This is an optimization exercise on Yosys and OpenROAD, whose aim is small area, a short achievable clock period and few clock cycles per item, not a production implementation.
The RTL was checked by simulation tests, not by an equivalence proof against the original design.
Power and IR drop assume default switching activity.

==> design.v <==
package ffwb_pkg;
    localparam int FRAMES     = 32;
    localparam int COEFS      = 16;
    localparam int DEPTH      = FRAMES * COEFS;
    localparam int ADDR_W     = $clog2(DEPTH);
    localparam int PTR_W      = $clog2(FRAMES);
    localparam int CMD_W      = 2;
    localparam int COEF_IDX_W = 4;
    localparam int OFS_W      = 5;
    localparam int VAL_W      = 8;
    localparam int SUM_W      = ((PTR_W > OFS_W) ? PTR_W : OFS_W) + 1;
    typedef logic [CMD_W-1:0] cmd_t;
    localparam cmd_t CMD_WRITE   = 2'd0;
    localparam cmd_t CMD_COMMIT  = 2'd1;
    localparam cmd_t CMD_READ    = 2'd2;
    localparam cmd_t CMD_CONSUME = 2'd3;
    typedef struct packed {
        cmd_t                   cmd;
        logic [COEF_IDX_W-1:0]  coef_index;
        logic [OFS_W-1:0]       frame_offset;
        logic [VAL_W-1:0]       coef_value;
    } req_t;
    typedef struct packed {
        logic              we;
        logic              re;
        logic [ADDR_W-1:0] addr;
        logic [VAL_W-1:0]  wdata;
    } mem_req_t;
    typedef struct packed {
        logic rd_ok;
        logic ready_res;
        logic filled;
    } meta_t;
    typedef struct packed {
        logic [PTR_W-1:0] wp;
        logic [PTR_W-1:0] lch;
        logic             filled;
    } state_t;
endpackage
module ffwb_ram #(
    parameter int  WIDTH  = 8,
    parameter int  DEPTH  = 512,
    localparam int ADDR_W = $clog2(DEPTH)
) (
    input  logic              clk,
    input  logic              we,
    input  logic              re,
    input  logic [ADDR_W-1:0] addr,
    input  logic [WIDTH-1:0]  wdata,
    output logic [WIDTH-1:0]  rdata
);
    logic [WIDTH-1:0] mem [DEPTH];
    logic [WIDTH-1:0] rdata_reg;
    always_ff @(posedge clk)
    begin
        if (we)
        begin
            mem[addr] <= wdata;
        end
        if (re)
        begin
            rdata_reg <= mem[addr];
        end
    end
    assign rdata = rdata_reg;
endmodule
import ffwb_pkg::*;
module ffwb_ctrl (
    input  logic              clk,
    input  logic              rst_n,
    input  logic              accept,
    input  ffwb_pkg::req_t    req_pl,
    output ffwb_pkg::mem_req_t mem_req,
    output ffwb_pkg::meta_t   meta,
    output ffwb_pkg::state_t  st
);
    ffwb_pkg::state_t           st_reg;
    ffwb_pkg::state_t           st_next;
    logic             coef_ok;
    logic [SUM_W-1:0] rd_sum;
    logic [PTR_W-1:0] rd_frame;
    logic [PTR_W-1:0] frame;
    logic [PTR_W-1:0] lch_plus1;
    assign coef_ok  = 32'(req_pl.coef_index) < COEFS;
    assign rd_sum   = SUM_W'(st_reg.wp) + SUM_W'(req_pl.frame_offset);
    assign rd_frame = rd_sum[PTR_W-1:0];
    always_comb
    begin
        st_next       = st_reg;
        mem_req.we    = 1'b0;
        mem_req.re    = 1'b0;
        mem_req.wdata = req_pl.coef_value;
        meta.rd_ok    = 1'b0;
        frame         = st_reg.wp;
        if (accept)
        begin
            case (req_pl.cmd)
                CMD_WRITE:
                begin
                    mem_req.we = coef_ok;
                end
                CMD_COMMIT:
                begin
                    if (st_reg.wp == PTR_W'(FRAMES - 1))
                    begin
                        st_next.wp     = '0;
                        st_next.filled = 1'b1;
                    end
                    else
                    begin
                        st_next.wp = st_reg.wp + PTR_W'(1);
                    end
                end
                CMD_READ:
                begin
                    frame      = rd_frame;
                    mem_req.re = coef_ok;
                    meta.rd_ok = coef_ok;
                end
                CMD_CONSUME:
                begin
                    if (st_reg.wp == '0)
                    begin
                        st_next.lch = PTR_W'(FRAMES - 1);
                    end
                    else
                    begin
                        st_next.lch = st_reg.wp - PTR_W'(1);
                    end
                end
                default:
                begin
                    st_next = st_reg;
                end
            endcase
        end
        mem_req.addr = ADDR_W'(frame) * ADDR_W'(COEFS) + ADDR_W'(req_pl.coef_index);
        lch_plus1      = (st_next.lch == PTR_W'(FRAMES - 1)) ? '0 : st_next.lch + PTR_W'(1);
        meta.ready_res = st_next.filled && (st_next.wp != lch_plus1);
        meta.filled    = st_next.filled;
    end
    always_ff @(posedge clk or negedge rst_n)
    begin
        if (!rst_n)
        begin
            st_reg <= '0;
        end
        else
        begin
            st_reg <= st_next;
        end
    end
    assign st = st_reg;
endmodule
import ffwb_pkg::*;
module ffwb_out (
    input  logic                 clk,
    input  logic                 rst_n,
    input  logic                 accept,
    input  ffwb_pkg::meta_t      meta_in,
    input  logic [ffwb_pkg::VAL_W-1:0] rdata,
    output logic                 take_ok,
    input  logic                 res_ready,
    output logic                 res_valid,
    output logic [ffwb_pkg::VAL_W-1:0] res_read_value,
    output logic                 res_ready_res,
    output logic                 res_filled
);
    logic             s1_valid_reg;
    logic             s1_valid_next;
    ffwb_pkg::meta_t            s1_meta_reg;
    logic             out_valid_reg;
    logic             out_valid_next;
    logic [VAL_W-1:0] out_value_reg;
    logic             out_ready_reg;
    logic             out_filled_reg;
    logic             adv;
    assign adv     = !out_valid_reg || res_ready;
    assign take_ok = !s1_valid_reg || adv;
    always_comb
    begin
        s1_valid_next  = s1_valid_reg;
        out_valid_next = out_valid_reg;
        if (adv)
        begin
            out_valid_next = s1_valid_reg;
            s1_valid_next  = 1'b0;
        end
        if (accept)
        begin
            s1_valid_next = 1'b1;
        end
    end
    always_ff @(posedge clk or negedge rst_n)
    begin
        if (!rst_n)
        begin
            s1_valid_reg  <= 1'b0;
            out_valid_reg <= 1'b0;
        end
        else
        begin
            s1_valid_reg  <= s1_valid_next;
            out_valid_reg <= out_valid_next;
        end
    end
    always_ff @(posedge clk)
    begin
        if (accept)
        begin
            s1_meta_reg <= meta_in;
        end
        if (adv && s1_valid_reg)
        begin
            out_value_reg  <= s1_meta_reg.rd_ok ? rdata : '0;
            out_ready_reg  <= s1_meta_reg.ready_res;
            out_filled_reg <= s1_meta_reg.filled;
        end
    end
    assign res_valid      = out_valid_reg;
    assign res_read_value = out_value_reg;
    assign res_ready_res  = out_ready_reg;
    assign res_filled     = out_filled_reg;
endmodule
import ffwb_pkg::*;
module feature_frame_window_buffer_core (
    input  logic       clk,
    input  logic       rst_n,
    input  logic       req_valid,
    output logic       req_ready,
    input  logic [1:0] req_cmd,
    input  logic [3:0] req_coef_index,
    input  logic [4:0] req_frame_offset,
    input  logic [7:0] req_coef_value,
    output logic       res_valid,
    input  logic       res_ready,
    output logic [7:0] res_read_value,
    output logic       res_ready_res,
    output logic       res_filled
);
    ffwb_pkg::req_t             req_pl;
    ffwb_pkg::mem_req_t         mem_req;
    ffwb_pkg::meta_t            meta;
    ffwb_pkg::state_t           st;
    logic             accept;
    logic             take_ok;
    logic [VAL_W-1:0] rdata;
    assign req_ready = take_ok;
    assign accept    = req_valid && take_ok;
    assign req_pl.cmd          = req_cmd;
    assign req_pl.coef_index   = req_coef_index;
    assign req_pl.frame_offset = req_frame_offset;
    assign req_pl.coef_value   = req_coef_value;
    ffwb_ctrl u_ctrl (
        .clk     (clk),
        .rst_n   (rst_n),
        .accept  (accept),
        .req_pl  (req_pl),
        .mem_req (mem_req),
        .meta    (meta),
        .st      (st)
    );
    ffwb_ram #(
        .WIDTH (VAL_W),
        .DEPTH (DEPTH)
    ) u_store (
        .clk   (clk),
        .we    (mem_req.we),
        .re    (mem_req.re),
        .addr  (mem_req.addr),
        .wdata (mem_req.wdata),
        .rdata (rdata)
    );
    ffwb_out u_out (
        .clk     (clk),
        .rst_n   (rst_n),
        .accept  (accept),
        .meta_in (meta),
        .rdata   (rdata),
        .take_ok        (take_ok),
        .res_ready      (res_ready),
        .res_valid      (res_valid),
        .res_read_value (res_read_value),
        .res_ready_res  (res_ready_res),
        .res_filled     (res_filled)
    );
endmodule
==> run.sh <==
#!/bin/bash
# synth_recipe.tcl (not shown) runs the flow's synth.tcl, then flattens the netlist and writes it again
# the make line also repeats each setting of config.mk as NAME=value (left out here)
make -C /OpenROAD-flow-scripts/flow DESIGN_CONFIG=/design/flow/config.mk WORK_HOME=/design/flow/orfs CLKGATE_MAP_FILE= SYNTH_SCRIPT=/design/flow/synth_recipe.tcl finish
==> config.mk <==
export PLATFORM = sky130hd
export DESIGN_NAME = feature_frame_window_buffer_core
export DESIGN_NICKNAME = feature_frame_window_buffer_core
export VERILOG_FILES = /design/flow/design.v
export SDC_FILE = /design/flow/constraint.sdc
export NUM_CORES = 4
export LEC_CHECK = 0
export CAP_MARGIN = 20
export CORE_MARGIN = 2
export CORE_UTILIZATION = 45
export SLEW_MARGIN = 20
export SYNTH_MEMORY_MAX_BITS = 8192
==> constraint.sdc <==
create_clock -name core_clock -period 5.0 [get_ports {clk}]
set_input_delay 1.0000 -clock core_clock [delete_from_list [all_inputs] [get_ports {clk}]]
set_output_delay 1.0000 -clock core_clock [all_outputs]
set_load 0.01 [all_outputs]
==> flow_summary.json <==
{
  "largest_reg_flops": 4096,
  "synth.top_cell.area_share_pct": 77.30,
  "synth-edff-count": 4117,
  "synth_cells": 7028,
  "synth_compound_area_share_pct": 1.437,
  "nets": 8147,
  "cts_buffers": 422,
  "grt_max_degree": 185,
  "setup_violations": 0,
  "wl_per_cell_um": 31.38,
  "htreeDepth": 5,
  "yosys.area_share.adder_pct": 0.08293,
  "place_ws_ps": -495.7,
  "postCtsSetupRepairBufs": 0,
  "gp_congestion": 0.9263,
  "dieArea_sq_mm": 0.3602,
  "cts_resized": 0,
  "nFillCells": 26830,
  "r2r_start": "u_ctrl.st_reg[6]",
  "grt_pass1_wl_mm": 589.2,
  "fin_crit_ps": 4690,
  "multi_input_area_sq_mm": 0.03401,
  "final_core_util_pct": 52.99,
  "critPathKind": "in -> reg",
  "rsz0062_at_grt": "no",
  "critPathLaunchType": "input pin",
  "worst-path-stages": 12,
  "cp.required_ps": 5730,
  "clock_latency_ps": 1000,
  "hold_buffers": 0,
  "max_slew_margin_pct": 16.45,
  "grt_overflow": 0,
  "coreArea_sq_mm": 0.3532,
  "end_kind": "flop",
  "worstMarginPinSlew_ps": 1253,
  "async_reset_ff_share_pct": 0.3148,
  "status": "timing/DRC/antenna clean",
  "dpl.hpwl_mm": 257.4,
  "die_h_um": 600.2,
  "critical_path.top_delay_family": "compound AO/OA/AOI/OAI gates",
  "synth.most_common_cell": "edfxtp_1",
  "r2r_slack_ps": 450,
  "drive_gt1_share_pct": 34.29,
  "peakVddDrop_mv": 0.2893,
  "clk_pin_slew_ps": 60,
  "cts_buffer_depth": 4,
  "route.detailed.drc": 0,
  "synthMuxAreaShare_pct": 17.42,
  "vias": 78320,
  "hold_violations": 0,
  "fin_skew_ps": 82.70,
  "min_path_type": "reg -> reg",
  "io_buffer_count": 34,
  "start_util_pct": 45.28,
  "clock_sinks": 4130,
  "cp.arrival_ps": 5420,
  "timing.fmax_mhz": 213.2,
  "yosysTopAreaCell": "edfxtp_1",
  "finalMaxSlewViolations": 0,
  "synth_area_leaders": "edfxtp_1 (77%), mux4_2 (17%), nor2_1 (1.3%)",
  "yosysUniqueCellTypes": 65,
  "rows": 218,
  "cp.buffers_inverters": 3,
  "synth_xor_xnor_area_share_pct": 0.05476,
  "regArea_sq_mm": 0.1240,
  "slowest_stage": "o21ai_1",
  "crit_path_end": "u_store.rdata_reg[3]",
  "synth-warning-count": 3,
  "root_buffer": "clkbuf_16",
  "path_cells": "clkdlybuf4s50_1 -> ha_1 -> inv_1 -> fa_1 -> nor2b_1 -> o22ai_2 -> xor2_1 -> buf_4 -> o32ai_1 -> o21ai_1 -> o22ai_1 -> or4_1",
  "ioPinCount": 35,
  "vias_per_cell": 5.940,
  "area_delta_synth_final_pct": 17.03,
  "cts_tree": "built",
  "critical_path.startpoint": "req_frame_offset[0]",
  "syn-cell-area_sq_mm": 0.1599,
  "r2r-end": "u_store.rdata_reg[3]",
  "ys.flop_type": "edfxtp_1",
  "r2r_cells": 11,
  "power.density_mw_per_mm2": 398.7,
  "synth_top_family_by_area": "multiplexers",
  "ys_ff_latch": 4130,
  "p_leak_nw": 59.79,
  "drt-initial-drc-count": 10340,
  "antenna_found_initial": 21,
  "grt.total_usage_pct": 22.92,
  "fin_crit_sh_pct": 93.80,
  "finalWorstSetupSlack_ps": 310.0,
  "drt_wl_total_mm": 413.8,
  "slowest_delay_ps": 760,
  "ys_seq_area_share_pct": 77.50,
  "grt_pass1_vias": 79150,
  "p_total_mw": 74.63,
  "fin_area_sq_mm": 0.1872,
  "placed_cell_area_sq_mm": 0.1737,
  "yosys-top-cells-count": "edfxtp_1 (4117), mux4_2 (1217), nor2_1 (539)",
  "synth_nets": 7061,
  "path_max_fanout": 8,
  "avgSynthCellArea_sq_um": 22.76,
  "die_w_um": 600.2,
  "maxCapViolations": 0,
  "synth-simple-area-share_pct": 2.148,
  "antenna_left": 0,
  "first_pass_iters": 6
}
-- logic make-up (layout without fill, tap and decap cells) --
logic type / Yosys count / count (layout)
other: 0 / 4
xor gates and xnor gates: 10 / 10
DFF: 4130 / 4130
and+or+nand+nor: 847 / 847
adders and majority gates: 10 / 10
AOI/OAI and AO/OA: 332 / 332
buffers and inverters: 437 / 1861
muxes: 1262 / 1262
-- worst reg2reg max path, cell delays in order, from the launching register on --
cell and delay, ps:
dfrtp_1 620, ha_1 300, inv_1 80, fa_1 440
nor2b_1 280, o22ai_2 160, xor2_1 250, buf_4 180
o32ai_1 130, o21ai_1 760, o22ai_1 500, or4_1 620
-- cells in the final DEF, fill, tap and decap left out, drive strengths merged, types with 8 or more instances in the layout --
| master | n |
|---|---|
| nor2 | 539 |
| nand3 | 13 |
| nand4 | 9 |
| dfrtp | 13 |
| bufinv | 40 |
| a22oi | 90 |
| a221oi | 25 |
| and2 | 13 |
| a31oi | 13 |
| o22ai | 15 |
| clkdlybuf4s50 | 22 |
| nand2 | 202 |
| ha | 9 |
| a22o | 25 |
| edfxtp | 4117 |
| clkbuf | 526 |
| a211oi | 23 |
| a32oi | 11 |
| or4 | 14 |
| buf | 1064 |
| clkinv | 169 |
| a21oi | 74 |
| and3 | 8 |
| inv | 25 |
| nor3 | 20 |
| o21ai | 34 |
| clkinvlp | 15 |
| mux4 | 1217 |
| mux2i | 39 |
-- power by group --
group	leakage [nW]	switching [mW]	internal, mW
combinational	16.1	3.56	1.97
sequential	37.2	0.0680	38.2
clock	6.55	13.1	17.7
total	59.8	16.8	57.9
-- through the flow --
step	std cells	hold WS (ps)	setup TNS, ps
finish	13190	441.9	0
global route	13180	455.2	0
CTS	13180	445.1	0
detailed placement	12420	427.7	-56960
global placement	12420	407.5	-24660
floorplan	7028	400.3	0
-- routing by layer --
layer	routed length, um	global-route usage, %	vias up	part of all wire [%]
met5	0	0	-	0
met4	11990	6.601	0	2.9
met3	33520	3.535	562	8.1
met2	199500	36.57	3660	48
met1	168700	33.02	42140	41
li1	-	-	31970	-
-- worst min-delay path by stage --
stage	from	cells past startpoint	to
6_report	u_out.s1_meta_reg[0]	0	u_out.out_filled_reg
2_1_floorplan	u_out.s1_meta_reg[0]	0	u_out.out_filled_reg
4_1_cts	u_out.s1_meta_reg[0]	0	u_out.out_filled_reg
3_3_place_gp	u_out.s1_meta_reg[0]	0	u_out.out_filled_reg
5_1_grt	u_out.s1_meta_reg[0]	0	u_out.out_filled_reg
3_5_place_dp	u_out.s1_meta_reg[0]	0	u_out.out_filled_reg
-- area by class of cell --
type	instances	share of cell area (%)
Antenna cell	4	0.005348
Clock buffer	526	5.896
Clock inverter	236	1.314
Inverter	13	0.02607
Multi-Input combinational cell	2461	18.17
Sequential cell	4130	66.22
Tap cell	4730	3.162
Timing Repair Buffer	1086	5.202
Testbench counts, summed over its fixed seeds: cycles 24,016, items 24,000.

-- afterwards: timing with drivers on the ports --
In the flow no input, the clock included, has a driving cell. The finished layout below was timed again as built, in two steps. Step 1, drivers: a clkbuf_16 drives clk and a buf_2 each remaining input, both assumed. Step 2 adds t to the input delays and takes it off the output delays; t is the mean of the earliest and latest rising clock arrival at the registers after step 1. Input paths then give back, and output paths get back, about the clock's delay inside the block. Slacks: no drivers / after step 1 / after step 2; pairs: no drivers / after step 1.
shift t [ns]: 1.062
slack for setup (ns): 0.310 / 0.383 / -0.679
hold WS [ns]: 0.442 / 0.442 / 0.442
worst setup path at the end: input to register
Met with ideal ports but missed after step 2: setup timing in this run. The setup slack of this run moves by +0.073 ns with the drivers and by -0.989 ns with both steps.
